Context: an optimization exercise on an open-source flow, tuned for small area and a short achievable clock period. The choices shown serve that exercise and are no tape-out recipe.
In this exercise RTL edits were held to simulation tests only and were not proved equivalent to the original.
Power figures rest on the tool's default switching activity, not on a simulated workload.

$ cat flow/design.v
package snoop_pkg;
    typedef enum logic [1:0] {IDLE, MEASURE, REPORT} state_t;
    localparam int WORDS_PER_CH = 5;
endpackage
module snoop_channel
#(
    parameter int TKEEP_WIDTH = 64,
    parameter int CNT_WIDTH   = 20
) (
    input  logic                   clk,
    input  logic                   areset,
    input  logic                   clear,
    input  logic                   beat,
    input  logic                   last,
    input  logic [TKEEP_WIDTH-1:0] keep,
    output logic [CNT_WIDTH-1:0]   flits,
    output logic [CNT_WIDTH-1:0]   pkts,
    output logic [CNT_WIDTH-1:0]   byte_cnt,
    output logic [CNT_WIDTH-1:0]   min_size,
    output logic [CNT_WIDTH-1:0]   max_size,
    output logic                   has_pkt,
    output logic [CNT_WIDTH-1:0]   pkt_size,
    output logic                   pkt_size_valid
);
    localparam logic [CNT_WIDTH-1:0] ONES = '1;
    localparam int HW = CNT_WIDTH - 7;
    logic                 bd;        
    logic                 bl;        
    logic [6:0]          pr;        
    logic [6:0]          pr_d;
    logic [7:0]           acc_lo;
    logic [CNT_WIDTH-1:0] acc;
    logic [CNT_WIDTH-1:0] size_now;
    logic [7:0]           byte_lo;
    logic [HW-1:0]        acc_hi1;
    logic [HW-1:0]        byte_hi1;
    logic                 acc_sat;
    logic                 byte_sat;
    logic                 lt_min;
    logic                 gt_max;
    logic as1;
    logic ac2;
    logic as3;
    logic ac4;
    logic as5;
    logic ac6;
    logic as7;
    logic ac8;
    logic as9;
    logic ac10;
    logic as11;
    logic ac12;
    logic as13;
    logic ac14;
    logic as15;
    logic ac16;
    logic as17;
    logic ac18;
    logic as19;
    logic ac20;
    logic as21;
    logic ac22;
    logic as23;
    logic ac24;
    logic as25;
    logic ac26;
    logic as27;
    logic ac28;
    logic as29;
    logic ac30;
    logic as31;
    logic ac32;
    logic as33;
    logic ac34;
    logic as35;
    logic ac36;
    logic as37;
    logic ac38;
    logic as39;
    logic ac40;
    logic as41;
    logic ac42;
    logic as43;
    logic ac44;
    logic as45;
    logic ac46;
    logic as47;
    logic ac48;
    logic as49;
    logic ac50;
    logic as51;
    logic ac52;
    logic as53;
    logic ac54;
    logic as55;
    logic ac56;
    logic as57;
    logic ac58;
    logic as59;
    logic ac60;
    logic as61;
    logic ac62;
    logic as63;
    logic ac64;
    logic as65;
    logic ac66;
    logic as67;
    logic ac68;
    logic as69;
    logic ac70;
    logic as71;
    logic ac72;
    logic as73;
    logic ac74;
    logic as75;
    logic ac76;
    logic as77;
    logic ac78;
    logic as79;
    logic ac80;
    logic as81;
    logic ac82;
    logic as83;
    logic ac84;
    logic as85;
    logic ac86;
    logic as87;
    logic ac88;
    logic as89;
    logic ac90;
    logic as91;
    logic ac92;
    logic as93;
    logic ac94;
    logic as95;
    logic ac96;
    logic as97;
    logic ac98;
    logic as99;
    logic ac100;
    logic as101;
    logic ac102;
    logic as103;
    logic ac104;
    logic as105;
    logic ac106;
    logic as107;
    logic ac108;
    logic as109;
    logic ac110;
    logic as111;
    logic ac112;
    logic as113;
    logic ac114;
    logic bs115;
    logic bc116;
    logic bs117;
    logic bc118;
    logic bs119;
    logic bc120;
    logic bs121;
    logic bc122;
    logic bs123;
    logic bc124;
    logic bs125;
    logic bc126;
    logic bs127;
    logic bc128;
    logic brs129;
    logic brc130;
    logic brs131;
    logic brc132;
    logic brs133;
    logic brc134;
    logic brs135;
    logic brc136;
    logic brs137;
    logic brc138;
    logic brs139;
    logic brc140;
    logic brs141;
    logic brc142;
    logic ml143;
    logic me144;
    logic ml145;
    logic me146;
    logic ml147;
    logic me148;
    logic ml149;
    logic me150;
    logic ml151;
    logic me152;
    logic ml153;
    logic me154;
    logic ml155;
    logic me156;
    logic ml157;
    logic me158;
    logic ml159;
    logic me160;
    logic ml161;
    logic me162;
    logic ml163;
    logic me164;
    logic ml165;
    logic me166;
    logic ml167;
    logic me168;
    logic ml169;
    logic me170;
    logic ml171;
    logic me172;
    logic ml173;
    logic me174;
    logic ml175;
    logic me176;
    logic ml177;
    logic me178;
    logic ml179;
    logic me180;
    logic ml181;
    logic me182;
    logic ml183;
    logic me184;
    logic ml185;
    logic me186;
    logic ml187;
    logic me188;
    logic ml189;
    logic me190;
    logic ml191;
    logic me192;
    logic ml193;
    logic me194;
    logic ml195;
    logic me196;
    logic ml197;
    logic me198;
    logic ml199;
    logic me200;
    logic ml201;
    logic me202;
    logic ml203;
    logic me204;
    logic ml205;
    logic me206;
    logic ml207;
    logic me208;
    logic ml209;
    logic me210;
    logic ml211;
    logic me212;
    logic ml213;
    logic me214;
    logic ml215;
    logic me216;
    logic ml217;
    logic me218;
    logic ml219;
    logic me220;
    logic nl221;
    logic ne222;
    logic nl223;
    logic ne224;
    logic nl225;
    logic ne226;
    logic nl227;
    logic ne228;
    logic nl229;
    logic ne230;
    logic nl231;
    logic ne232;
    logic nl233;
    logic ne234;
    logic nl235;
    logic ne236;
    logic nl237;
    logic ne238;
    logic nl239;
    logic ne240;
    logic nl241;
    logic ne242;
    logic nl243;
    logic ne244;
    logic nl245;
    logic ne246;
    logic nl247;
    logic ne248;
    logic nl249;
    logic ne250;
    logic nl251;
    logic ne252;
    logic nl253;
    logic ne254;
    logic nl255;
    logic ne256;
    logic nl257;
    logic ne258;
    logic nl259;
    logic ne260;
    logic nl261;
    logic ne262;
    logic nl263;
    logic ne264;
    logic nl265;
    logic ne266;
    logic nl267;
    logic ne268;
    logic nl269;
    logic ne270;
    logic nl271;
    logic ne272;
    logic nl273;
    logic ne274;
    logic nl275;
    logic ne276;
    logic nl277;
    logic ne278;
    logic nl279;
    logic ne280;
    logic nl281;
    logic ne282;
    logic nl283;
    logic ne284;
    logic nl285;
    logic ne286;
    logic nl287;
    logic ne288;
    logic nl289;
    logic ne290;
    logic nl291;
    logic ne292;
    logic nl293;
    logic ne294;
    logic nl295;
    logic ne296;
    logic nl297;
    logic ne298;
    assign as1 = ~(~keep[0] ^ keep[10] ^ keep[11]);
    assign ac2 = ~((~keep[0] & ~keep[10]) | (~keep[0] & ~keep[11]) | (~keep[10] & ~keep[11]));
    assign as3 = ~(~keep[12] ^ keep[13] ^ keep[14]);
    assign ac4 = ~((~keep[12] & ~keep[13]) | (~keep[12] & ~keep[14]) | (~keep[13] & ~keep[14]));
    assign as5 = ~(~keep[15] ^ keep[16] ^ keep[17]);
    assign ac6 = ~((~keep[15] & ~keep[16]) | (~keep[15] & ~keep[17]) | (~keep[16] & ~keep[17]));
    assign as7 = ~(~keep[18] ^ keep[19] ^ keep[1]);
    assign ac8 = ~((~keep[18] & ~keep[19]) | (~keep[18] & ~keep[1]) | (~keep[19] & ~keep[1]));
    assign as9 = ~(~keep[20] ^ keep[21] ^ keep[22]);
    assign ac10 = ~((~keep[20] & ~keep[21]) | (~keep[20] & ~keep[22]) | (~keep[21] & ~keep[22]));
    assign as11 = ~(~keep[23] ^ keep[24] ^ keep[25]);
    assign ac12 = ~((~keep[23] & ~keep[24]) | (~keep[23] & ~keep[25]) | (~keep[24] & ~keep[25]));
    assign as13 = ~(~keep[26] ^ keep[27] ^ keep[28]);
    assign ac14 = ~((~keep[26] & ~keep[27]) | (~keep[26] & ~keep[28]) | (~keep[27] & ~keep[28]));
    assign as15 = ~(~keep[29] ^ keep[2] ^ keep[30]);
    assign ac16 = ~((~keep[29] & ~keep[2]) | (~keep[29] & ~keep[30]) | (~keep[2] & ~keep[30]));
    assign as17 = ~(~keep[31] ^ keep[32] ^ keep[33]);
    assign ac18 = ~((~keep[31] & ~keep[32]) | (~keep[31] & ~keep[33]) | (~keep[32] & ~keep[33]));
    assign as19 = ~(~keep[34] ^ keep[35] ^ keep[36]);
    assign ac20 = ~((~keep[34] & ~keep[35]) | (~keep[34] & ~keep[36]) | (~keep[35] & ~keep[36]));
    assign as21 = ~(~keep[37] ^ keep[38] ^ keep[39]);
    assign ac22 = ~((~keep[37] & ~keep[38]) | (~keep[37] & ~keep[39]) | (~keep[38] & ~keep[39]));
    assign as23 = ~(~keep[3] ^ keep[40] ^ keep[41]);
    assign ac24 = ~((~keep[3] & ~keep[40]) | (~keep[3] & ~keep[41]) | (~keep[40] & ~keep[41]));
    assign as25 = ~(~keep[42] ^ keep[43] ^ keep[44]);
    assign ac26 = ~((~keep[42] & ~keep[43]) | (~keep[42] & ~keep[44]) | (~keep[43] & ~keep[44]));
    assign as27 = ~(~keep[45] ^ keep[46] ^ keep[47]);
    assign ac28 = ~((~keep[45] & ~keep[46]) | (~keep[45] & ~keep[47]) | (~keep[46] & ~keep[47]));
    assign as29 = ~(~keep[48] ^ keep[49] ^ keep[4]);
    assign ac30 = ~((~keep[48] & ~keep[49]) | (~keep[48] & ~keep[4]) | (~keep[49] & ~keep[4]));
    assign as31 = ~(~keep[50] ^ keep[51] ^ keep[52]);
    assign ac32 = ~((~keep[50] & ~keep[51]) | (~keep[50] & ~keep[52]) | (~keep[51] & ~keep[52]));
    assign as33 = ~(~keep[53] ^ keep[54] ^ keep[55]);
    assign ac34 = ~((~keep[53] & ~keep[54]) | (~keep[53] & ~keep[55]) | (~keep[54] & ~keep[55]));
    assign as35 = ~(~keep[56] ^ keep[57] ^ keep[58]);
    assign ac36 = ~((~keep[56] & ~keep[57]) | (~keep[56] & ~keep[58]) | (~keep[57] & ~keep[58]));
    assign as37 = ~(~keep[59] ^ keep[5] ^ keep[60]);
    assign ac38 = ~((~keep[59] & ~keep[5]) | (~keep[59] & ~keep[60]) | (~keep[5] & ~keep[60]));
    assign as39 = ~(~keep[61] ^ keep[62] ^ keep[63]);
    assign ac40 = ~((~keep[61] & ~keep[62]) | (~keep[61] & ~keep[63]) | (~keep[62] & ~keep[63]));
    assign as41 = ~(~keep[6] ^ keep[7] ^ keep[8]);
    assign ac42 = ~((~keep[6] & ~keep[7]) | (~keep[6] & ~keep[8]) | (~keep[7] & ~keep[8]));
    assign as43 = ~(~keep[9] ^ as1 ^ as11);
    assign ac44 = ~((~keep[9] & ~as1) | (~keep[9] & ~as11) | (~as1 & ~as11));
    assign as45 = ~(~as13 ^ as15 ^ as17);
    assign ac46 = ~((~as13 & ~as15) | (~as13 & ~as17) | (~as15 & ~as17));
    assign as47 = ~(~as19 ^ as21 ^ as23);
    assign ac48 = ~((~as19 & ~as21) | (~as19 & ~as23) | (~as21 & ~as23));
    assign as49 = ~(~as25 ^ as27 ^ as29);
    assign ac50 = ~((~as25 & ~as27) | (~as25 & ~as29) | (~as27 & ~as29));
    assign as51 = ~(~as3 ^ as31 ^ as33);
    assign ac52 = ~((~as3 & ~as31) | (~as3 & ~as33) | (~as31 & ~as33));
    assign as53 = ~(~as35 ^ as37 ^ as39);
    assign ac54 = ~((~as35 & ~as37) | (~as35 & ~as39) | (~as37 & ~as39));
    assign as55 = ~(~as41 ^ as5 ^ as7);
    assign ac56 = ~((~as41 & ~as5) | (~as41 & ~as7) | (~as5 & ~as7));
    assign as57 = ~(~as9 ^ as43 ^ as45);
    assign ac58 = ~((~as9 & ~as43) | (~as9 & ~as45) | (~as43 & ~as45));
    assign as59 = ~(~as47 ^ as49 ^ as51);
    assign ac60 = ~((~as47 & ~as49) | (~as47 & ~as51) | (~as49 & ~as51));
    assign as61 = ~(~as53 ^ as55 ^ as57);
    assign ac62 = ~((~as53 & ~as55) | (~as53 & ~as57) | (~as55 & ~as57));
    assign as63 = ~(~ac10 ^ ac12 ^ ac14);
    assign ac64 = ~((~ac10 & ~ac12) | (~ac10 & ~ac14) | (~ac12 & ~ac14));
    assign as65 = ~(~ac16 ^ ac18 ^ ac2);
    assign ac66 = ~((~ac16 & ~ac18) | (~ac16 & ~ac2) | (~ac18 & ~ac2));
    assign as67 = ~(~ac20 ^ ac22 ^ ac24);
    assign ac68 = ~((~ac20 & ~ac22) | (~ac20 & ~ac24) | (~ac22 & ~ac24));
    assign as69 = ~(~ac26 ^ ac28 ^ ac30);
    assign ac70 = ~((~ac26 & ~ac28) | (~ac26 & ~ac30) | (~ac28 & ~ac30));
    assign as71 = ~(~ac32 ^ ac34 ^ ac36);
    assign ac72 = ~((~ac32 & ~ac34) | (~ac32 & ~ac36) | (~ac34 & ~ac36));
    assign as73 = ~(~ac38 ^ ac4 ^ ac40);
    assign ac74 = ~((~ac38 & ~ac4) | (~ac38 & ~ac40) | (~ac4 & ~ac40));
    assign as75 = ~(~ac42 ^ ac6 ^ ac8);
    assign ac76 = ~((~ac42 & ~ac6) | (~ac42 & ~ac8) | (~ac6 & ~ac8));
    assign as77 = ~(~ac44 ^ ac46 ^ ac48);
    assign ac78 = ~((~ac44 & ~ac46) | (~ac44 & ~ac48) | (~ac46 & ~ac48));
    assign as79 = ~(~ac50 ^ ac52 ^ ac54);
    assign ac80 = ~((~ac50 & ~ac52) | (~ac50 & ~ac54) | (~ac52 & ~ac54));
    assign as81 = ~(~ac56 ^ as63 ^ as65);
    assign ac82 = ~((~ac56 & ~as63) | (~ac56 & ~as65) | (~as63 & ~as65));
    assign as83 = ~(~as67 ^ as69 ^ as71);
    assign ac84 = ~((~as67 & ~as69) | (~as67 & ~as71) | (~as69 & ~as71));
    assign as85 = ~(~as73 ^ as75 ^ ac58);
    assign ac86 = ~((~as73 & ~as75) | (~as73 & ~ac58) | (~as75 & ~ac58));
    assign as87 = ~(~ac60 ^ as77 ^ as79);
    assign ac88 = ~((~ac60 & ~as77) | (~ac60 & ~as79) | (~as77 & ~as79));
    assign as89 = ~(~as81 ^ as83 ^ ac62);
    assign ac90 = ~((~as81 & ~as83) | (~as81 & ~ac62) | (~as83 & ~ac62));
    assign as91 = ~(~as85 ^ as87 ^ as89);
    assign ac92 = ~((~as85 & ~as87) | (~as85 & ~as89) | (~as87 & ~as89));
    assign as93 = ~(~ac64 ^ ac66 ^ ac68);
    assign ac94 = ~((~ac64 & ~ac66) | (~ac64 & ~ac68) | (~ac66 & ~ac68));
    assign as95 = ~(~ac70 ^ ac72 ^ ac74);
    assign ac96 = ~((~ac70 & ~ac72) | (~ac70 & ~ac74) | (~ac72 & ~ac74));
    assign as97 = ~(~ac76 ^ ac78 ^ ac80);
    assign ac98 = ~((~ac76 & ~ac78) | (~ac76 & ~ac80) | (~ac78 & ~ac80));
    assign as99 = ~(~ac82 ^ ac84 ^ as93);
    assign ac100 = ~((~ac82 & ~ac84) | (~ac82 & ~as93) | (~ac84 & ~as93));
    assign as101 = ~(~as95 ^ ac86 ^ ac88);
    assign ac102 = ~((~as95 & ~ac86) | (~as95 & ~ac88) | (~ac86 & ~ac88));
    assign as103 = ~(~as97 ^ as99 ^ ac90);
    assign ac104 = ~((~as97 & ~as99) | (~as97 & ~ac90) | (~as99 & ~ac90));
    assign as105 = ~(~as101 ^ ac92 ^ as103);
    assign ac106 = ~((~as101 & ~ac92) | (~as101 & ~as103) | (~ac92 & ~as103));
    assign as107 = ~(~ac94 ^ ac96 ^ ac100);
    assign ac108 = ~((~ac94 & ~ac96) | (~ac94 & ~ac100) | (~ac96 & ~ac100));
    assign as109 = ~(~ac98 ^ ac102 ^ as107);
    assign ac110 = ~((~ac98 & ~ac102) | (~ac98 & ~as107) | (~ac102 & ~as107));
    assign as111 = ~(~ac104 ^ as109 ^ ac106);
    assign ac112 = ~((~ac104 & ~as109) | (~ac104 & ~ac106) | (~as109 & ~ac106));
    assign as113 = ~(~ac108 ^ ac110 ^ ac112);
    assign ac114 = ~((~ac108 & ~ac110) | (~ac108 & ~ac112) | (~ac110 & ~ac112));
    assign acc_lo = {1'b0, acc[6:0]} + {1'b0, 1'b0, pr[6], pr[5], pr[4], pr[3], pr[2], pr[0]} + {1'b0, 1'b0, 1'b0, 1'b0, 1'b0, 1'b0, 1'b0, pr[1]};
    assign bs115 = ~(~byte_cnt[0] ^ pr[0] ^ pr[1]);
    assign bc116 = ~((~byte_cnt[0] & ~pr[0]) | (~byte_cnt[0] & ~pr[1]) | (~pr[0] & ~pr[1]));
    assign bs117 = ~(~byte_cnt[1] ^ pr[2] ^ bc116);
    assign bc118 = ~((~byte_cnt[1] & ~pr[2]) | (~byte_cnt[1] & ~bc116) | (~pr[2] & ~bc116));
    assign bs119 = ~(~byte_cnt[2] ^ pr[3] ^ bc118);
    assign bc120 = ~((~byte_cnt[2] & ~pr[3]) | (~byte_cnt[2] & ~bc118) | (~pr[3] & ~bc118));
    assign bs121 = ~(~byte_cnt[3] ^ pr[4] ^ bc120);
    assign bc122 = ~((~byte_cnt[3] & ~pr[4]) | (~byte_cnt[3] & ~bc120) | (~pr[4] & ~bc120));
    assign bs123 = ~(~byte_cnt[4] ^ pr[5] ^ bc122);
    assign bc124 = ~((~byte_cnt[4] & ~pr[5]) | (~byte_cnt[4] & ~bc122) | (~pr[5] & ~bc122));
    assign bs125 = ~(~byte_cnt[5] ^ pr[6] ^ bc124);
    assign bc126 = ~((~byte_cnt[5] & ~pr[6]) | (~byte_cnt[5] & ~bc124) | (~pr[6] & ~bc124));
    assign bs127 = bs115 ^ 1'b0;
    assign bc128 = bs115 & 1'b0;
    assign byte_lo[0] = bs127;
    assign brs129 = ~(~bs117 ^ 1'b0 ^ bc128);
    assign brc130 = ~((~bs117 & ~1'b0) | (~bs117 & ~bc128) | (~1'b0 & ~bc128));
    assign byte_lo[1] = brs129;
    assign brs131 = ~(~bs119 ^ 1'b0 ^ brc130);
    assign brc132 = ~((~bs119 & ~1'b0) | (~bs119 & ~brc130) | (~1'b0 & ~brc130));
    assign byte_lo[2] = brs131;
    assign brs133 = ~(~bs121 ^ 1'b0 ^ brc132);
    assign brc134 = ~((~bs121 & ~1'b0) | (~bs121 & ~brc132) | (~1'b0 & ~brc132));
    assign byte_lo[3] = brs133;
    assign brs135 = ~(~bs123 ^ 1'b0 ^ brc134);
    assign brc136 = ~((~bs123 & ~1'b0) | (~bs123 & ~brc134) | (~1'b0 & ~brc134));
    assign byte_lo[4] = brs135;
    assign brs137 = ~(~bs125 ^ 1'b0 ^ brc136);
    assign brc138 = ~((~bs125 & ~1'b0) | (~bs125 & ~brc136) | (~1'b0 & ~brc136));
    assign byte_lo[5] = brs137;
    assign brs139 = ~(~byte_cnt[6] ^ bc126 ^ brc138);
    assign brc140 = ~((~byte_cnt[6] & ~bc126) | (~byte_cnt[6] & ~brc138) | (~bc126 & ~brc138));
    assign byte_lo[6] = brs139;
    assign brs141 = ~(~1'b0 ^ 1'b0 ^ brc140);
    assign brc142 = ~((~1'b0 & ~1'b0) | (~1'b0 & ~brc140) | (~1'b0 & ~brc140));
    assign byte_lo[7] = brs141;
    assign ml143 = ~size_now[0] & min_size[0];
    assign me144 = ~(size_now[0] ^ min_size[0]);
    assign ml145 = ~size_now[1] & min_size[1];
    assign me146 = ~(size_now[1] ^ min_size[1]);
    assign ml147 = ~size_now[2] & min_size[2];
    assign me148 = ~(size_now[2] ^ min_size[2]);
    assign ml149 = ~size_now[3] & min_size[3];
    assign me150 = ~(size_now[3] ^ min_size[3]);
    assign ml151 = ~size_now[4] & min_size[4];
    assign me152 = ~(size_now[4] ^ min_size[4]);
    assign ml153 = ~size_now[5] & min_size[5];
    assign me154 = ~(size_now[5] ^ min_size[5]);
    assign ml155 = ~size_now[6] & min_size[6];
    assign me156 = ~(size_now[6] ^ min_size[6]);
    assign ml157 = ~size_now[7] & min_size[7];
    assign me158 = ~(size_now[7] ^ min_size[7]);
    assign ml159 = ~size_now[8] & min_size[8];
    assign me160 = ~(size_now[8] ^ min_size[8]);
    assign ml161 = ~size_now[9] & min_size[9];
    assign me162 = ~(size_now[9] ^ min_size[9]);
    assign ml163 = ~size_now[10] & min_size[10];
    assign me164 = ~(size_now[10] ^ min_size[10]);
    assign ml165 = ~size_now[11] & min_size[11];
    assign me166 = ~(size_now[11] ^ min_size[11]);
    assign ml167 = ~size_now[12] & min_size[12];
    assign me168 = ~(size_now[12] ^ min_size[12]);
    assign ml169 = ~size_now[13] & min_size[13];
    assign me170 = ~(size_now[13] ^ min_size[13]);
    assign ml171 = ~size_now[14] & min_size[14];
    assign me172 = ~(size_now[14] ^ min_size[14]);
    assign ml173 = ~size_now[15] & min_size[15];
    assign me174 = ~(size_now[15] ^ min_size[15]);
    assign ml175 = ~size_now[16] & min_size[16];
    assign me176 = ~(size_now[16] ^ min_size[16]);
    assign ml177 = ~size_now[17] & min_size[17];
    assign me178 = ~(size_now[17] ^ min_size[17]);
    assign ml179 = ~size_now[18] & min_size[18];
    assign me180 = ~(size_now[18] ^ min_size[18]);
    assign ml181 = ~size_now[19] & min_size[19];
    assign me182 = ~(size_now[19] ^ min_size[19]);
    assign ml183 = ml145 | (me146 & ml143);
    assign me184 = me146 & me144;
    assign ml185 = ml149 | (me150 & ml147);
    assign me186 = me150 & me148;
    assign ml187 = ml153 | (me154 & ml151);
    assign me188 = me154 & me152;
    assign ml189 = ml157 | (me158 & ml155);
    assign me190 = me158 & me156;
    assign ml191 = ml161 | (me162 & ml159);
    assign me192 = me162 & me160;
    assign ml193 = ml165 | (me166 & ml163);
    assign me194 = me166 & me164;
    assign ml195 = ml169 | (me170 & ml167);
    assign me196 = me170 & me168;
    assign ml197 = ml173 | (me174 & ml171);
    assign me198 = me174 & me172;
    assign ml199 = ml177 | (me178 & ml175);
    assign me200 = me178 & me176;
    assign ml201 = ml181 | (me182 & ml179);
    assign me202 = me182 & me180;
    assign ml203 = ml185 | (me186 & ml183);
    assign me204 = me186 & me184;
    assign ml205 = ml189 | (me190 & ml187);
    assign me206 = me190 & me188;
    assign ml207 = ml193 | (me194 & ml191);
    assign me208 = me194 & me192;
    assign ml209 = ml197 | (me198 & ml195);
    assign me210 = me198 & me196;
    assign ml211 = ml201 | (me202 & ml199);
    assign me212 = me202 & me200;
    assign ml213 = ml205 | (me206 & ml203);
    assign me214 = me206 & me204;
    assign ml215 = ml209 | (me210 & ml207);
    assign me216 = me210 & me208;
    assign ml217 = ml215 | (me216 & ml213);
    assign me218 = me216 & me214;
    assign ml219 = ml211 | (me212 & ml217);
    assign me220 = me212 & me218;
    assign nl221 = ~max_size[0] & size_now[0];
    assign ne222 = ~(max_size[0] ^ size_now[0]);
    assign nl223 = ~max_size[1] & size_now[1];
    assign ne224 = ~(max_size[1] ^ size_now[1]);
    assign nl225 = ~max_size[2] & size_now[2];
    assign ne226 = ~(max_size[2] ^ size_now[2]);
    assign nl227 = ~max_size[3] & size_now[3];
    assign ne228 = ~(max_size[3] ^ size_now[3]);
    assign nl229 = ~max_size[4] & size_now[4];
    assign ne230 = ~(max_size[4] ^ size_now[4]);
    assign nl231 = ~max_size[5] & size_now[5];
    assign ne232 = ~(max_size[5] ^ size_now[5]);
    assign nl233 = ~max_size[6] & size_now[6];
    assign ne234 = ~(max_size[6] ^ size_now[6]);
    assign nl235 = ~max_size[7] & size_now[7];
    assign ne236 = ~(max_size[7] ^ size_now[7]);
    assign nl237 = ~max_size[8] & size_now[8];
    assign ne238 = ~(max_size[8] ^ size_now[8]);
    assign nl239 = ~max_size[9] & size_now[9];
    assign ne240 = ~(max_size[9] ^ size_now[9]);
    assign nl241 = ~max_size[10] & size_now[10];
    assign ne242 = ~(max_size[10] ^ size_now[10]);
    assign nl243 = ~max_size[11] & size_now[11];
    assign ne244 = ~(max_size[11] ^ size_now[11]);
    assign nl245 = ~max_size[12] & size_now[12];
    assign ne246 = ~(max_size[12] ^ size_now[12]);
    assign nl247 = ~max_size[13] & size_now[13];
    assign ne248 = ~(max_size[13] ^ size_now[13]);
    assign nl249 = ~max_size[14] & size_now[14];
    assign ne250 = ~(max_size[14] ^ size_now[14]);
    assign nl251 = ~max_size[15] & size_now[15];
    assign ne252 = ~(max_size[15] ^ size_now[15]);
    assign nl253 = ~max_size[16] & size_now[16];
    assign ne254 = ~(max_size[16] ^ size_now[16]);
    assign nl255 = ~max_size[17] & size_now[17];
    assign ne256 = ~(max_size[17] ^ size_now[17]);
    assign nl257 = ~max_size[18] & size_now[18];
    assign ne258 = ~(max_size[18] ^ size_now[18]);
    assign nl259 = ~max_size[19] & size_now[19];
    assign ne260 = ~(max_size[19] ^ size_now[19]);
    assign nl261 = nl223 | (ne224 & nl221);
    assign ne262 = ne224 & ne222;
    assign nl263 = nl227 | (ne228 & nl225);
    assign ne264 = ne228 & ne226;
    assign nl265 = nl231 | (ne232 & nl229);
    assign ne266 = ne232 & ne230;
    assign nl267 = nl235 | (ne236 & nl233);
    assign ne268 = ne236 & ne234;
    assign nl269 = nl239 | (ne240 & nl237);
    assign ne270 = ne240 & ne238;
    assign nl271 = nl243 | (ne244 & nl241);
    assign ne272 = ne244 & ne242;
    assign nl273 = nl247 | (ne248 & nl245);
    assign ne274 = ne248 & ne246;
    assign nl275 = nl251 | (ne252 & nl249);
    assign ne276 = ne252 & ne250;
    assign nl277 = nl255 | (ne256 & nl253);
    assign ne278 = ne256 & ne254;
    assign nl279 = nl259 | (ne260 & nl257);
    assign ne280 = ne260 & ne258;
    assign nl281 = nl263 | (ne264 & nl261);
    assign ne282 = ne264 & ne262;
    assign nl283 = nl267 | (ne268 & nl265);
    assign ne284 = ne268 & ne266;
    assign nl285 = nl271 | (ne272 & nl269);
    assign ne286 = ne272 & ne270;
    assign nl287 = nl275 | (ne276 & nl273);
    assign ne288 = ne276 & ne274;
    assign nl289 = nl279 | (ne280 & nl277);
    assign ne290 = ne280 & ne278;
    assign nl291 = nl283 | (ne284 & nl281);
    assign ne292 = ne284 & ne282;
    assign nl293 = nl287 | (ne288 & nl285);
    assign ne294 = ne288 & ne286;
    assign nl295 = nl293 | (ne294 & nl291);
    assign ne296 = ne294 & ne292;
    assign nl297 = nl289 | (ne290 & nl295);
    assign ne298 = ne290 & ne296;
    assign lt_min = ml219;
    assign gt_max = nl297;
    assign pr_d = {7{beat}} & {ac114, as113, as111, as105, as91, as61, as59};
    always_ff @(posedge clk or posedge areset) begin
        if (areset) begin
            bd <= 1'b0;
            bl <= 1'b0;
        end else begin
            bd <= beat;
            bl <= beat & last;
        end
    end
    always_ff @(posedge clk) pr <= pr_d;
    assign acc_hi1  = acc[CNT_WIDTH-1:7] + 1'b1;
    assign acc_sat  = acc_lo[7] & (&acc[CNT_WIDTH-1:7]);
    assign size_now = acc_sat ? ONES :
                      {(acc_lo[7] ? acc_hi1 : acc[CNT_WIDTH-1:7]), acc_lo[6:0]};
    assign byte_hi1 = byte_cnt[CNT_WIDTH-1:7] + 1'b1;
    assign byte_sat = byte_lo[7] & (&byte_cnt[CNT_WIDTH-1:7]);
    always_ff @(posedge clk) begin
        if (clear) begin
            flits    <= '0;
            pkts     <= '0;
            byte_cnt <= '0;
            acc      <= '0;
            has_pkt  <= 1'b0;
        end else begin
            if (bd && flits != ONES) flits <= flits + 1'b1;
            if (bl && pkts != ONES)  pkts  <= pkts + 1'b1;
            byte_cnt <= byte_sat ? ONES :
                        {(byte_lo[7] ? byte_hi1 : byte_cnt[CNT_WIDTH-1:7]), byte_lo[6:0]};
            acc      <= bl ? '0 : size_now;
            if (bl) has_pkt <= 1'b1;
        end
    end
    always_ff @(posedge clk) begin
        if (bl && (!has_pkt || lt_min)) min_size <= size_now;
        if (bl && (!has_pkt || gt_max)) max_size <= size_now;
    end
    assign pkt_size       = size_now;
    assign pkt_size_valid = bl;
endmodule
module multi_channel_snooper
#(
    parameter int NUM_CH      = 4,
    parameter int TDATA_WIDTH = 512,
    parameter int TKEEP_WIDTH = TDATA_WIDTH / 8,
    parameter int CNT_WIDTH   = 20
) (
    input  logic                          clk,
    input  logic                          areset,
    input  logic [NUM_CH*TKEEP_WIDTH-1:0] mon_TKEEP,
    input  logic [NUM_CH-1:0]             mon_TVALID,
    input  logic [NUM_CH-1:0]             mon_TREADY,
    input  logic [NUM_CH-1:0]             mon_TLAST,
    input  logic [NUM_CH-1:0]             ch_enable,
    input  logic                          measure,
    output logic [63:0]                   report_TDATA,
    output logic [7:0]                    report_TKEEP,
    output logic                          report_TVALID,
    input  logic                          report_TREADY,
    output logic                          report_TLAST,
    output logic                          busy,
    output logic [NUM_CH*CNT_WIDTH-1:0]   pkt_size,
    output logic [NUM_CH-1:0]             pkt_size_valid,
    output logic                          measure_sync_out
);
    localparam int NUM_WORDS = 1 + snoop_pkg::WORDS_PER_CH * NUM_CH;
    localparam int IDX_W     = $clog2(NUM_WORDS);
    localparam logic [CNT_WIDTH-1:0] ONES = '1;
    snoop_pkg::state_t    state;
    logic                 clear;
    logic                 in_measure;
    logic [NUM_CH-1:0]    beat;
    logic [CNT_WIDTH-1:0] cycle_cnt;
    logic [IDX_W-1:0]     idx;
    logic                 at_last;
    logic [CNT_WIDTH-1:0] word;
    logic [CNT_WIDTH-1:0] flits    [NUM_CH];
    logic [CNT_WIDTH-1:0] pkts     [NUM_CH];
    logic [CNT_WIDTH-1:0] byte_cnt [NUM_CH];
    logic [CNT_WIDTH-1:0] min_size [NUM_CH];
    logic [CNT_WIDTH-1:0] max_size [NUM_CH];
    logic [NUM_CH-1:0]    has_pkt;
    assign in_measure = (state == snoop_pkg::MEASURE);
    assign clear      = (state == snoop_pkg::IDLE) && measure;
    assign busy       = (state != snoop_pkg::IDLE);
    assign beat       = {NUM_CH{in_measure}} & mon_TVALID & mon_TREADY & ch_enable;
    assign at_last    = (idx == IDX_W'(NUM_WORDS - 1));
    always_ff @(posedge clk or posedge areset) begin
        if (areset) begin
            state         <= snoop_pkg::IDLE;
            report_TVALID <= 1'b0;
        end else begin
            case (state)
                snoop_pkg::IDLE:    if (measure) state <= snoop_pkg::MEASURE;
                snoop_pkg::MEASURE: if (!measure) state <= snoop_pkg::REPORT;
                snoop_pkg::REPORT: begin
                    if (!report_TVALID) report_TVALID <= 1'b1;
                    else if (report_TREADY && at_last) begin
                        report_TVALID <= 1'b0;
                        state         <= snoop_pkg::IDLE;
                    end
                end
                default: state <= snoop_pkg::IDLE;
            endcase
        end
    end
    always_ff @(posedge clk) begin
        if (!report_TVALID) idx <= '0;
        else if (report_TREADY) idx <= idx + 1'b1;
    end
    always_ff @(posedge clk) begin
        if (clear) cycle_cnt <= '0;
        else if (in_measure && cycle_cnt != ONES) cycle_cnt <= cycle_cnt + 1'b1;
    end
    always_ff @(posedge clk or posedge areset) begin
        if (areset) measure_sync_out <= 1'b0;
        else        measure_sync_out <= measure;
    end
    for (genvar c = 0; c < NUM_CH; c++) begin : g_ch
        snoop_channel #(
            .TKEEP_WIDTH(TKEEP_WIDTH),
            .CNT_WIDTH  (CNT_WIDTH)
        ) u_ch (
            .clk           (clk),
            .areset        (areset),
            .clear         (clear),
            .beat          (beat[c]),
            .last          (mon_TLAST[c]),
            .keep          (mon_TKEEP[c*TKEEP_WIDTH +: TKEEP_WIDTH]),
            .flits         (flits[c]),
            .pkts          (pkts[c]),
            .byte_cnt      (byte_cnt[c]),
            .min_size      (min_size[c]),
            .max_size      (max_size[c]),
            .has_pkt       (has_pkt[c]),
            .pkt_size      (pkt_size[c*CNT_WIDTH +: CNT_WIDTH]),
            .pkt_size_valid(pkt_size_valid[c])
        );
    end
    logic [CNT_WIDTH-1:0] words [NUM_WORDS];
    logic [NUM_WORDS-1:0] sel;
    always_comb begin
        words[0] = cycle_cnt;
        for (int k = 0; k < NUM_WORDS; k++) sel[k] = (idx == IDX_W'(k));
        for (int c = 0; c < NUM_CH; c++) begin
            words[1 + c*5] = flits[c];
            words[2 + c*5] = pkts[c];
            words[3 + c*5] = byte_cnt[c];
            words[4 + c*5] = min_size[c];
            words[5 + c*5] = max_size[c];
            sel[4 + c*5]   = sel[4 + c*5] & has_pkt[c];
            sel[5 + c*5]   = sel[5 + c*5] & has_pkt[c];
        end
        word = '0;
        for (int k = 0; k < NUM_WORDS; k++)
            word = word | (words[k] & {CNT_WIDTH{sel[k]}});
    end
    assign report_TDATA = 64'(word);
    assign report_TKEEP = {8{report_TVALID}};
    assign report_TLAST = report_TVALID & at_last;
endmodule
$ cat flow/run.sh
#!/bin/bash
# synth_recipe.tcl (not shown) runs the flow's synth.tcl, then flattens the netlist and writes it again
# the make line also repeats each setting of config.mk as NAME=value (left out here)
make -C /OpenROAD-flow-scripts/flow DESIGN_CONFIG=/design/flow/config.mk WORK_HOME=/design/flow/orfs CLKGATE_MAP_FILE= SYNTH_SCRIPT=/design/flow/synth_recipe.tcl finish
$ cat flow/config.mk
export PLATFORM = sky130hd
export DESIGN_NAME = multi_channel_snooper
export DESIGN_NICKNAME = multi_channel_snooper
export VERILOG_FILES = /design/flow/design.v
export SDC_FILE = /design/flow/constraint.sdc
export NUM_CORES = 4
export LEC_CHECK = 0
export CAP_MARGIN = 20
export CORE_MARGIN = 2
export CORE_UTILIZATION = 40
export SLEW_MARGIN = 20
$ cat flow/constraint.sdc
create_clock -name core_clock -period 14.0 [get_ports {clk}]
set_input_delay 2.8000 -clock core_clock [delete_from_list [all_inputs] [get_ports {clk}]]
set_output_delay 2.8000 -clock core_clock [all_outputs]
set_load 0.01 [all_outputs]
==> results of run 1 <==
-- critical path: cells and delay by family (launching register included) --
family                     cells  cell delay (ps)
and+or+nand+nor                4             1350
buffers and inverters          1              580
AOI/OAI and AO/OA              3             1130
DFF                            1              360
adders and majority gates      2              460
-- cells in the mapped netlist (23+ instances only) --
library cell	number
mux2i_1	36
nor2b_1	23
a21o_1	41
buf_4	57
and3_1	58
buf_2	25
clkbuf_1	83
nand3_1	152
a31oi_1	23
a221oi_1	27
a22oi_1	114
a222oi_1	25
nor2_1	394
o21ai_0	67
fa_1	260
dfxtp_1	377
a22o_1	23
nor3_1	47
ha_1	198
and2_1	30
a21oi_1	175
xor2_1	105
xnor2_1	81
nand2_1	165
and4_1	42
edfxtp_1	160
nand4_1	110
inv_1	360
-- layout by cell type, fill, tap and decap left out, drive strengths merged, types with 49 or more instances in the layout --
master	instances
nand3	154
nor2	395
xnor2	81
o21ai	72
a22oi	114
and3	59
inv	362
clkbuf	80
a21oi	177
xor2	105
nor3	49
clkdlybuf4s50	391
dfxtp	377
edfxtp	160
nand2	166
ha	198
fa	260
nand4	111
-- kinds of logic after synthesis --
logic type | Yosys count | share of synthesized area
other cells | 1 | 0.000108
xor+xnor | 186 | 0.0471
simple gates | 1126 | 0.163
mux | 37 | 0.0107
compound gates | 629 | 0.127
flops | 549 | 0.366
fa+ha+maj | 458 | 0.222
buf+inv | 528 | 0.0644
-- worst min path at each step --
| stage | startpoint | endpoint | slack (ps) | cells after the start |
|---|---|---|---|---|
| 6_report | g_ch[3].u_ch.flits[12] | g_ch[3].u_ch.flits[12] | 500 | 1 |
| 2_1_floorplan | g_ch[3].u_ch.flits[12] | g_ch[3].u_ch.flits[12] | 440 | 1 |
| 3_3_place_gp | g_ch[3].u_ch.flits[12] | g_ch[3].u_ch.flits[12] | 500 | 1 |
| 3_5_place_dp | g_ch[3].u_ch.flits[12] | g_ch[3].u_ch.flits[12] | 480 | 1 |
| 5_1_grt | g_ch[3].u_ch.flits[12] | g_ch[3].u_ch.flits[12] | 530 | 1 |
| 4_1_cts | g_ch[3].u_ch.flits[12] | g_ch[3].u_ch.flits[12] | 500 | 1 |
-- state kept, by name (all words and copies together), names as in the netlist --
signal / flops
g_ch.u_ch.bl: 4
measure_sync_out: 1
idx: 5
g_ch.u_ch.min_size: 80
g_ch.u_ch.flits: 80
g_ch.u_ch.pr: 28
g_ch.u_ch.has_pkt: 4
report_TVALID: 1
g_ch.u_ch.bd: 4
state: 2
cycle_cnt: 20
g_ch.u_ch.acc: 80
g_ch.u_ch.pkts: 80
g_ch.u_ch.byte_cnt: 80
g_ch.u_ch.max_size: 80
-- metrics by stage --
stage                     hold slack (ps)  instance area (um^2)  setup WS (ps)  std cells  power [mW]
final                                 502                 41600           6660       5072        5.48
after floorplan                       444                 34700           7160       3557        3.15
after detailed placement              475                 39500           6530       4956        3.86
after global placement                497                 39500           6540       4956        3.85
after CTS                             496                 41600           6830       5072        5.53
after global routing                  530                 41600           6620       5072        5.88
-- layer usage --
layer  part of all wire  track usage
met1               0.42        0.338
met2               0.46        0.403
met3              0.075       0.0354
met4              0.046        0.106
met5            0.00011            0
-- power breakdown --
part	switching, mW	internal, mW
clock network	0.700	0.970
logic	1.13	0.819
registers	0.109	1.75
total	1.94	3.54
-- cell type report --
| class | count | share of cell area |
|---|---|---|
| clock buffers | 80 | 0.0411 |
| clock inverters | 36 | 0.00858 |
| inverters | 360 | 0.0325 |
| multi-input cells | 2480 | 0.479 |
| flip-flops and latches | 549 | 0.304 |
| well taps | 1144 | 0.0344 |
| repair buffers | 423 | 0.0999 |
==> results.txt, run 1 <==
----------------------------------------------------
[Power and ir drop]
  Power per cell area ... 132 mW/mm^2
  Worst vdd ir ... 0.106 mV
  Standby leakage power ... 17.0 nW

[Global route]
  First-pass GRT wire length ... 169,000 um
  Vias in the first global route ... 27,200
  Pin count of the biggest net entering global routing ... 89
  Overall fraction of global-route tracks in use ... 0.250
  Number of antenna violations at the first check in global routing ... 4
  Gr ovfl total ... 0

[STA]
  Worst slew margin ... 0.277
  Worst-margin pin slew ... 1080 ps
  Share of the cycle needed by the critical path after routing ... 0.524
  Number of endpoints failing setup at the final stage ... 0
  Final Hold Viols ... 0
  RSZ-0062 raised after global routing ... no
  Final total negative setup slack ... 0 ps
  Minimum period implied by the final worst setup slack ... 7340 ps
  Max-slew violation total from the final report ... 0
  Final clock skew ... 20.6 ps
  Maximum clock rate ... 136 MHz

[Clock tree]
  Buffers inserted by post-CTS timing repair ... 0
  Clock transition time at the flip-flop clock pins of the worst setup and hold paths ... 60 ps
  CTS tree ... yes
  Clock sinks ... 549
  Root Buffer ... clkbuf_16
  H-Tree Depth ... 2
  Max Buffers Root-to-Sink ... 3
  Clock latency on the worst-skew pair ... 660 ps
  Number of gates resized after cts ... 0
  Clock buffer count from CTS ... 61
  Number of hold-repair buffers added at the cts stage ... 0

[Logic synthesis]
  Post-synth top area cell ... dfxtp_1
  Area of the mapped netlist ... 0.0346 mm^2
  Number of flops mapped to enable cells by yosys ... 160
  Fraction of post-synthesis cell area in the top cell type by area ... 0.218
  Syn_area_per_cell ... 9.84 um^2
  Gate Count Post-Synth ... 3,514
  Commonest register cell after synthesis ... dfxtp_1
  Count of warnings emitted by yosys ... 9
  Synth top area cells ... dfxtp_1 22%, fa_1 15%, edfxtp_1 14%, ha_1 7.2%, nor2_1 4.3%
  Count of cell types in the netlist ... 94
  Register bit count reported by yosys ... 549
  Sequential share of the synthesized area ... 0.366
  Async set or reset register ratio after synthesis ... 0.0219

[Worst setup path]
  CP startpoint kind ... flip-flop
  Crit path DAT ... 4540 ps
  Register-to-Register Path Depth ... 15
  Setup Crit Path Kind ... flip-flop to primary output
  Timing endpoint of the critical path ... report_TDATA[11]
  Cell chain of the critical path ... ha_1 > and3_1 > ha_1 > and2_1 > a22o_1 > a221o_1 > a221oi_1 > and3_1 > nand4_1 > clkdlybuf4s50_1
  Worst-path fanout max ... 20
  Peak per-stage delay on the critical path ... 580 ps
  Slowest-stage cell, CP ... clkdlybuf4s50_1
  Startpoint of the lowest-slack register-to-register path ... g_ch[2].u_ch.pr[1]
  Type of destination of the critical path ... primary output
  Endpoint required time on the critical path ... 11,200 ps
  Worst setup slack for register-to-register paths ... 8790 ps
  Crit Reg-Reg Endpoint ... g_ch[2].u_ch.min_size[2]
  Worst setup path start ... idx[0]

[Status]
  Status ... finished clean

[Die]
  Num ports ... 436
  Overall die width ... 298 um
  Initial Util ... 0.405
  Die outline area ... 0.0888 mm^2
  Number of cell rows ... 107
  Area of the core ... 0.0854 mm^2
  Die height ... 298 um

[Finish]
  Area occupied by registers ... 0.0127 mm^2
  Ratio of cells with drive above 1 in the final layout ... 0.0448
  ANT cells ... 0
  Fin util ... 0.487
  Post-synthesis to final-layout area growth ... 20.2%
  Total area of multi-input combinational cells ... 0.0199 mm^2
  Total of fill cells in the finished design ... 8,135
  Layout Nets ... 4,609

[Routing]
  ANT nets after route ... 0
  Vias/cell ... 5.50
  Drt initial violations ... 2,698
  Final routed wire length divided by cell count ... 22.4 um
  Number of remaining DRC errors ... 0
  WL final ... 114,000 um
  Count of TritonRoute iterations in the first routing pass ... 10
  Detailed-route via count ... 27,900

[Placed design]
  Detailed placer's ending HPWL ... 91,100 um
  Port buffer count ... 391
  Routability-driven placement congestion ratio ... 0.972

[Flow run]
  Max Cap Viol ... 0

[Worst hold path]
  Worst min-delay path class ... flip-flop to flip-flop

----------------------------------------------------
==> run 2, diff against run 1 <==
--- a/flow/config.mk
+++ b/flow/config.mk
@@ -7,5 +7,6 @@
 export LEC_CHECK = 0
 export CAP_MARGIN = 20
 export CORE_MARGIN = 2
-export CORE_UTILIZATION = 40
+export CORE_UTILIZATION = 65
+export CTS_BUF_LIST = sky130_fd_sc_hd__clkbuf_8
 export SLEW_MARGIN = 20
==> run 2 against run 1 <==
  * Critical path depth shrank 1
  * Still clean on timing, DRC and antenna
  * Sequential cell count unchanged
  * Register-to-register slack worse by 190 ps
  * Global-route usage rose by 17 points
  * Non-clock buffer count shrank 9
==> results.txt, run 2 <==
----------------------------------------------------
[Finish]
  Total of fill cells in the finished design ... 3,535 (-57%)
  Layout Nets ... 4,632 (+0.50%)
  Area occupied by registers ... 0.0127 mm^2 (about the same)
  Ratio of cells with drive above 1 in the final layout ... 0.0501 (+0.00526)
  Post-synthesis to final-layout area growth ... 17.9%
  Leading cell types in the layout, fill and taps excluded ... 400 x inv_1, 392 x nor2_1, 391 x clkdlybuf4s50_1, 376 x dfxtp_1, 260 x fa_1
  Total area of multi-input combinational cells ... 0.0199 mm^2 (+0.11%)
  Commonest non-fill, non-tap cell in the layout ... inv_1

[Worst setup path]
  Slowest-stage cell, CP ... a21boi_1
  Startpoint of the lowest-slack register-to-register path ... g_ch[1].u_ch.pr[0]
  Endpoint required time on the critical path ... 11,200 ps (about the same)
  Type of destination of the critical path ... primary output
  Crit path DAT ... 4520 ps (-20 ps)
  Worst-path fanout max ... 14 (-30%)
  CP startpoint kind ... flip-flop
  Register-to-Register Path Depth ... 15 (unchanged)
  Peak per-stage delay on the critical path ... 920 ps (+340 ps)
  Top delay family on crit path ... compound AO/OA/AOI/OAI gates
  Cell type with the highest occurrence count on the critical path ... a21oi_1
  Setup Crit Path Kind ... flip-flop to primary output
  Sum of buffers and inverters on the critical path ... 2 (+1)
  Cell chain of the critical path ... inv_1 > fa_1 > nor2b_1 > o211ai_1 > a21boi_1 > o21a_1 > a21oi_1 > a21oi_1 > clkdlybuf4s50_1
  Worst setup slack for register-to-register paths ... 8600 ps (-190 ps)
  Crit Reg-Reg Endpoint ... g_ch[1].u_ch.max_size[3]

[Die]
  Initial Util ... 0.658 (+0.253)
  Die outline area ... 0.0551 mm^2 (-38%)
  Overall die width ... 235 um (-21%)
  Area of the core ... 0.0526 mm^2 (-38%)
  Number of cell rows ... 84 (-21%)
  Num ports ... 436 (unchanged)
  Die height ... 235 um (-21%)

[Worst hold path]
  Hold wc startpoint ... g_ch[3].u_ch.byte_cnt[19]
  Hold Crit Endpoint ... g_ch[3].u_ch.byte_cnt[19]
  Number of cells traversed by the worst hold path ... 2 (+1)
  Worst min-delay path class ... flip-flop to flip-flop

[STA]
  Maximum clock rate ... 137 MHz (+0.17%)
  RSZ-0062 raised after global routing ... no
  Worst-margin pin slew ... 1140 ps (+60.8 ps)
  Final total negative setup slack ... 0 ps (unchanged)
  Final clock skew ... 48.6 ps (+28.0 ps)
  Worst slew margin ... 0.235 (-0.0422)
  Minimum period implied by the final worst setup slack ... 7320 ps (-12.3 ps)
  Number of endpoints failing setup at the final stage ... 0 (unchanged)
  Final Worst Setup Slack ... 6680 ps (+12.3 ps)
  Final Hold Viols ... 0 (unchanged)
  Max-slew violation total from the final report ... 0 (unchanged)
  Share of the cycle needed by the critical path after routing ... 0.523 (-0.000876)

[Power and ir drop]
  Internal power ... 3.38 mW (-4.5%)
  Sequential cell fraction of total power ... 0.347 (+0.007)
  Standby leakage power ... 17.1 nW (+0.39%)
  Switching power summed over all nets ... 2.05 mW (+5.5%)
  Power per cell area ... 133 mW/mm^2 (+1.0%)
  Post-layout total power ... 5.43 mW (-0.95%)
  Power share of the clock group ... 0.269 (-0.036)
  Comb power frac ... 0.384 (+0.028)
  Worst vdd ir ... 0.170 mV (+61%)
  Switching portion of total power ... 0.377 (+0.0231)

[Global route]
  Vias in the first global route ... 30,200 (+11%)
  Pin count of the biggest net entering global routing ... 104 (+17%)
  First-pass GRT wire length ... 176,000 um (+3.9%)
  Gr ovfl total ... 0 (unchanged)
  Overall fraction of global-route tracks in use ... 0.417 (+0.167)
  Number of antenna violations at the first check in global routing ... 8 (+4)

[Logic synthesis]
  Register bit count reported by yosys ... 549 (unchanged)
  Syn_area_per_cell ... 9.84 um^2 (unchanged)
  Post-synth top area cell ... dfxtp_1
  Number of flops mapped to enable cells by yosys ... 160 (unchanged)
  Cell with the most instances after synthesis ... nor2_1
  Commonest register cell after synthesis ... dfxtp_1
  Area of the mapped netlist ... 0.0346 mm^2 (unchanged)
  Ranking of synthesized cells by instance count ... 394 x nor2_1, 377 x dfxtp_1, 360 x inv_1
  Async set or reset register ratio after synthesis ... 0.0219 (unchanged)
  Count of cell types in the netlist ... 94 (unchanged)
  Count of warnings emitted by yosys ... 9 (unchanged)
  Synth top area cells ... dfxtp_1 22%, fa_1 15%, edfxtp_1 14%, ha_1 7.2%, nor2_1 4.3%
  Fraction of post-synthesis cell area in the top cell type by area ... 0.218 (unchanged)
  Gate Count Post-Synth ... 3,514 (unchanged)
  Sequential share of the synthesized area ... 0.366 (unchanged)

[Routing]
  Final routed wire length divided by cell count ... 25.2 um (+12%)
  WL final ... 117,000 um (+3.3%)
  ANT nets after route ... 0 (unchanged)
  Count of TritonRoute iterations in the first routing pass ... 8 (-2)
  Number of remaining DRC errors ... 0 (unchanged)
  Vias/cell ... 6.42 (+17%)
  Detailed-route via count ... 30,000 (+7.6%)
  Drt initial violations ... 3,835 (+42%)

[Status]
  Status ... finished clean

[Flow run]
  Max Cap Viol ... 0 (unchanged)

[Placed design]
  Routability-driven placement congestion ratio ... 1.06 (+9.3%)
  Port buffer count ... 391 (unchanged)
  Worst slack after detailed placement ... 6490 ps (-38.1 ps)
  Detailed placer's ending HPWL ... 92,800 um (+1.8%)

[Clock tree]
  Root Buffer ... clkbuf_8
  Buffers inserted by post-CTS timing repair ... 0 (unchanged)
  Clock buffer count from CTS ... 93 (+52%)
  H-Tree Depth ... 3 (+1)
  Clock sinks ... 549 (unchanged)
  Clock latency on the worst-skew pair ... 720 ps (+60 ps)
  Number of hold-repair buffers added at the cts stage ... 0 (unchanged)
  Max Buffers Root-to-Sink ... 3 (unchanged)
  Number of gates resized after cts ... 0 (unchanged)
  CTS tree ... yes
  Clock transition time at the flip-flop clock pins of the worst setup and hold paths ... 60 ps (about the same)

----------------------------------------------------
[run 2: area by class of cell]
cell class,count,share of cell area
Sequential cell,549,0.310
Timing Repair Buffer,414,0.100
Tap cell,688,0.0211
Clock inverter,60,0.00786
Antenna cell,6,0.000368
Multi-Input combinational cell,2480,0.489
Inverter,360,0.0332
Clock buffer,112,0.0378
[run 2: worst max-delay path by stage]
stage,slack (ps),cells past startpoint,end,startpoint
global placement,6530,14,g_ch[2].u_ch.pr[5],mon_TKEEP[128]
CTS,6520,7,report_TDATA[18],idx[3]
detailed placement,6490,14,g_ch[3].u_ch.pr[5],mon_TKEEP[202]
global route,6550,9,pkt_size[9],g_ch[0].u_ch.pr[0]
finish,6680,9,pkt_size[9],g_ch[0].u_ch.pr[0]
floorplan,7160,13,g_ch[2].u_ch.pr[5],mon_TKEEP[128]
[run 2: cell families (layout without fill, tap and decap cells)]
logic type               count (synthesis)  count (layout)  share of synthesized area
AO/OA/AOI/OAI                          629             629                      0.127
XOR/XNOR                               186             186                     0.0471
adder cells (fa/ha/maj)                458             458                      0.222
buffers and inverters                  528             946                     0.0644
flip-flops                             549             549                      0.366
multiplexers                            37              37                     0.0107
other                                    1              50                   0.000108
AND/OR/NAND/NOR                       1126            1126                      0.163
[run 2: worst reg2reg max path, stage by stage, from the launching register on]
cell,delay (ps)
dfxtp_1,460
inv_1,100
fa_1,410
nor2b_1,190
o211a_1,240
o21ai_4,120
a21oi_1,790
a21oi_1,240
a31oi_1,440
ha_1,340
a21oi_1,140
o21ai_0,100
a21o_1,190
a2111oi_0,620
o2bb2ai_1,150
a21o_1,500
[run 2: power groups by stage]
| stage | registers [mW] | logic [mW] | clock network [mW] |
|---|---|---|---|
| finish | 1.88 | 2.08 | 1.46 |
| global route | 1.89 | 2.32 | 1.53 |
| CTS | 1.87 | 2.05 | 1.46 |
| detailed placement | 1.91 | 2.04 | 0 |
| global placement | 1.90 | 1.90 | 0 |
| floorplan | 1.84 | 1.31 | 0 |
[run 2: through the flow]
stage,hold slack (ps),cell area (um^2),util,instances
6_report,518,40800,0.776,4669
5_1_grt,541,40800,0.776,4666
4_1_cts,516,40700,0.775,4663
3_5_place_dp,502,38900,0.740,4491
3_3_place_gp,488,38900,0.740,4491
2_1_floorplan,444,34700,-,3557
[run 2: routing by layer]
metal	part of all wire	track usage
met3	0.11	0.108
met5	0.00037	0
met1	0.36	0.508
met2	0.46	0.671
met4	0.070	0.248

port drivers added, routing unchanged:
In the flow no input, the clock included, has a driving cell. The finished layouts below were timed again as built, in two steps.
Step 1: set_driving_cell puts a clkbuf_16 on clk and a buf_2 on each other input, an assumption about the parent block.
Step 2 times the ports against the registers' clock, not the clock port: input delays grow and output delays shrink by t, the midpoint of the rising clock arrivals with the driver on.
Three values: ideal ports, drivers, drivers and shift; two values: the first two.
run	shift t [ns]	slack for setup (ns)	hold WS [ns]	cell pins on the clock port's net
run 1	0.714	6.664 / 6.594 / 6.550	0.502 / 0.502 / 0.502	1
run 2	0.760	6.677 / 6.613 / 6.443	0.518 / 0.518 / 0.518	1
After both steps setup and hold are still met in every run listed. For run 2, which loses most, drivers alone change the setup slack by -0.064 ns; drivers and shift together by -0.234 ns.
